This is an optimization exercise on Yosys and OpenROAD, whose aim is small area and a short achievable clock period, not a production implementation.
Function was checked by simulation only, so behaviour that the tests miss may differ from the original.
No activity file was given, so power comes from the tool's default toggle rates.

== v25 ==
Design out_layer_top, start of the top module:
module out_layer_top (
	input  logic                                  clk,
	input  logic                                  rst_n_i,
	input  logic [out_layer_pkg::CYC_W-1:0]       cycle_index_i,   
	input  logic                                  cycle_clk_i,     
	input  logic [2*out_layer_pkg::LANES*out_layer_pkg::FIX_WIDTH-1:0] fwd_i,  
	input  logic [out_layer_pkg::LANES-1:0]       ans_i,           
	output logic [out_layer_pkg::LANES*out_layer_pkg::FIX_WIDTH-1:0] del_o,  
	output logic [out_layer_pkg::LANES-1:0]       ans_o            
);
Size in the first run: about 3600 cells after synthesis, roughly 680 flip-flops, roughly 210 I/O pins, ~39000 sq um of cells after synthesis.
==> flow/config.mk <==
export PLATFORM = sky130hd
export DESIGN_NAME = out_layer_top
export DESIGN_NICKNAME = out_layer_top
export VERILOG_FILES = /design/flow/design.v
export SDC_FILE = /design/flow/constraint.sdc
export NUM_CORES = 4
export LEC_CHECK = 0
export CAP_MARGIN = 20
export CORE_MARGIN = 2
export CORE_UTILIZATION = 75
export CTS_CLUSTER_DIAMETER = 80
export CTS_CLUSTER_SIZE = 30
export PLACE_DENSITY = 0.85
export SLEW_MARGIN = 20
export TNS_END_PERCENT = 0
==> flow/constraint.sdc <==
create_clock -name core_clock -period 10.0 [get_ports {clk}]
set_input_delay 2.0000 -clock core_clock [delete_from_list [all_inputs] [get_ports {clk}]]
set_output_delay 2.0000 -clock core_clock [all_outputs]
set_load 0.01 [all_outputs]
standard.sh (not shown) runs the stock make flow with config.mk's settings and CLKGATE_MAP_FILE= SYNTH_SCRIPT=/design/flow/synth_recipe.tcl, a recipe that flattens the netlist after the stock synthesis.
==> flow/flow/run.sh <==
#!/bin/bash
# Standard ORFS layout (the standard.sh) with these changes to how it is made:
#  - synthesis skips the generic "abc -fast" pass inside yosys synth (SYNTH_ARGS=-noabc), so the
#    full adders written in the RTL reach extract_fa as written; the registers (names, count
#    and cell types) are the same as the standard synthesis gives;
#  - port buffers are buf_2 cells instead of the resizer's default pick (a delay cell);
#  - repair_timing aims for more setup slack than the 10 ns clock needs, so the layout is
#    pushed towards the shortest period it can reach. Constraints and period are unchanged.
set -euo pipefail
bash standard.sh \
  SYNTH_ARGS=-noabc \
  'BUFFER_PORTS_ARGS=-buffer_cell sky130_fd_sc_hd__buf_2' \
  SETUP_SLACK_MARGIN=7 \
  finish > orfs_make.log 2>&1
Setup changes, v25 to v55
diff --git a/flow/flow/run.sh b/flow/flow/run.sh
--- a/flow/flow/run.sh
+++ b/flow/flow/run.sh
@@ -13 +13 @@
-  SETUP_SLACK_MARGIN=7 \
+  SETUP_SLACK_MARGIN=6.9 \
### Flow results
Routed wire length on v55 is down relative to v25.
Summary of the comparison: filler-free cell count of the finished design is lower in v55, relative to v25.
Any difference in number of placed cells counting well taps between v55 and v25 is small enough to ignore.
v55 vs. v25: final hold slack shows an increase of 0.0087 ns, post-route standard cell area excluding fillers shows a reduction of about 1.9%, wire length of the first global-routing pass shows no meaningful change.
Relative to v25, the minimum setup slack in the final design of v55 is lower by 0.092 ns.
Setup changes, v55 to v3
diff --git a/flow/flow/run.sh b/flow/flow/run.sh
--- a/flow/flow/run.sh
+++ b/flow/flow/run.sh
@@ -13 +13 @@
-  SETUP_SLACK_MARGIN=6.9 \
+  SETUP_SLACK_MARGIN=7.3 \
[summary]
Relative to v55, the overall routed net length of v3 is higher by 5.4%.
Diff v55 -> v3: number of cells after detailed placement flat, top-level port count flat.
As far as die footprint goes, v55 and v3 are indistinguishable; the numbers are identical.
Compared with v55, in v3 post-detailed-placement cell area higher, global-route wire length before repair higher, area taken by flip-flops and latches higher, fmax higher.


out_layer_top again, from the RTL that the note above started with.
==> flow/config.mk <==
export PLATFORM = sky130hd
export DESIGN_NAME = out_layer_top
export DESIGN_NICKNAME = out_layer_top
export VERILOG_FILES = /design/flow/design.v
export SDC_FILE = /design/flow/constraint.sdc
export NUM_CORES = 4
export LEC_CHECK = 0
export CAP_MARGIN = 20
export CORE_MARGIN = 2
export CORE_UTILIZATION = 75
export CTS_CLUSTER_DIAMETER = 80
export CTS_CLUSTER_SIZE = 30
export PLACE_DENSITY = 0.85
export SLEW_MARGIN = 20
export TNS_END_PERCENT = 0
==> flow/constraint.sdc <==
create_clock -name core_clock -period 10.0 [get_ports {clk}]
set_input_delay 2.0000 -clock core_clock [delete_from_list [all_inputs] [get_ports {clk}]]
set_output_delay 2.0000 -clock core_clock [all_outputs]
set_load 0.01 [all_outputs]
==> flow/flow/run.sh <==
#!/bin/bash
# Standard ORFS layout (the standard.sh) with these changes to how it is made:
#  - synthesis skips the generic "abc -fast" pass inside yosys synth (SYNTH_ARGS=-noabc), so the
#    full adders written in the RTL reach extract_fa as written; the registers (names, count
#    and cell types) are the same as the standard synthesis gives;
#  - port buffers are buf_1 cells instead of the resizer's default pick (a delay cell);
#  - repair_timing aims for more setup slack than the 10 ns clock needs, so the layout is
#    pushed towards the shortest period it can reach. Constraints and period are unchanged.
set -euo pipefail
bash standard.sh \
  SYNTH_ARGS=-noabc \
  'BUFFER_PORTS_ARGS=-buffer_cell sky130_fd_sc_hd__buf_1' \
  SETUP_SLACK_MARGIN=7 \
  finish > orfs_make.log 2>&1
==> next run, changes <==
- CORE_UTILIZATION: 75 -> 80
- PLACE_DENSITY: 0.85 -> 0.9
=> The new run passed the timing, DRC and antenna checks; global-route usage grows by 3.2 points; total power grows by 0.86%; clock-buffer cell count does not change; sequential power barely changes; worst setup slack got worse by 0.025 ns.

-- port drivers added, routing unchanged --
No port has a modelled driver above. Below, the same layouts with a new extraction and two added sets of constraints. Step 1 assumes that a clkbuf_16 drives the clock port and a buf_2 every other input. Step 2 adds t to the input delays and takes it off the output delays; t is the mean of the earliest and latest rising clock arrival at the registers after step 1. Input paths then give back, and output paths get back, about the clock's delay inside the block. a / b / c = no drivers / after step 1 / after step 2; a / b = the first two.
run	shift t [ns]	slack for setup (ns)	latest minus earliest clock arrival (ns)
v25	0.678	6.866 / 6.802 / 6.478	0.024 / 0.024
v55	0.688	6.774 / 6.713 / 6.428	0.020 / 0.021
v3	0.693	6.843 / 6.780 / 6.367	0.037 / 0.038
the first run of note 2	0.677	6.805 / 6.805 / 6.447	0.026 / 0.026
the second run of note 2	0.681	6.780 / 6.771 / 6.406	0.029 / 0.030
After both steps every run listed still meets setup and hold. The setup slack of v3, which loses most, moves by -0.063 ns with the drivers and by -0.476 ns with both steps.
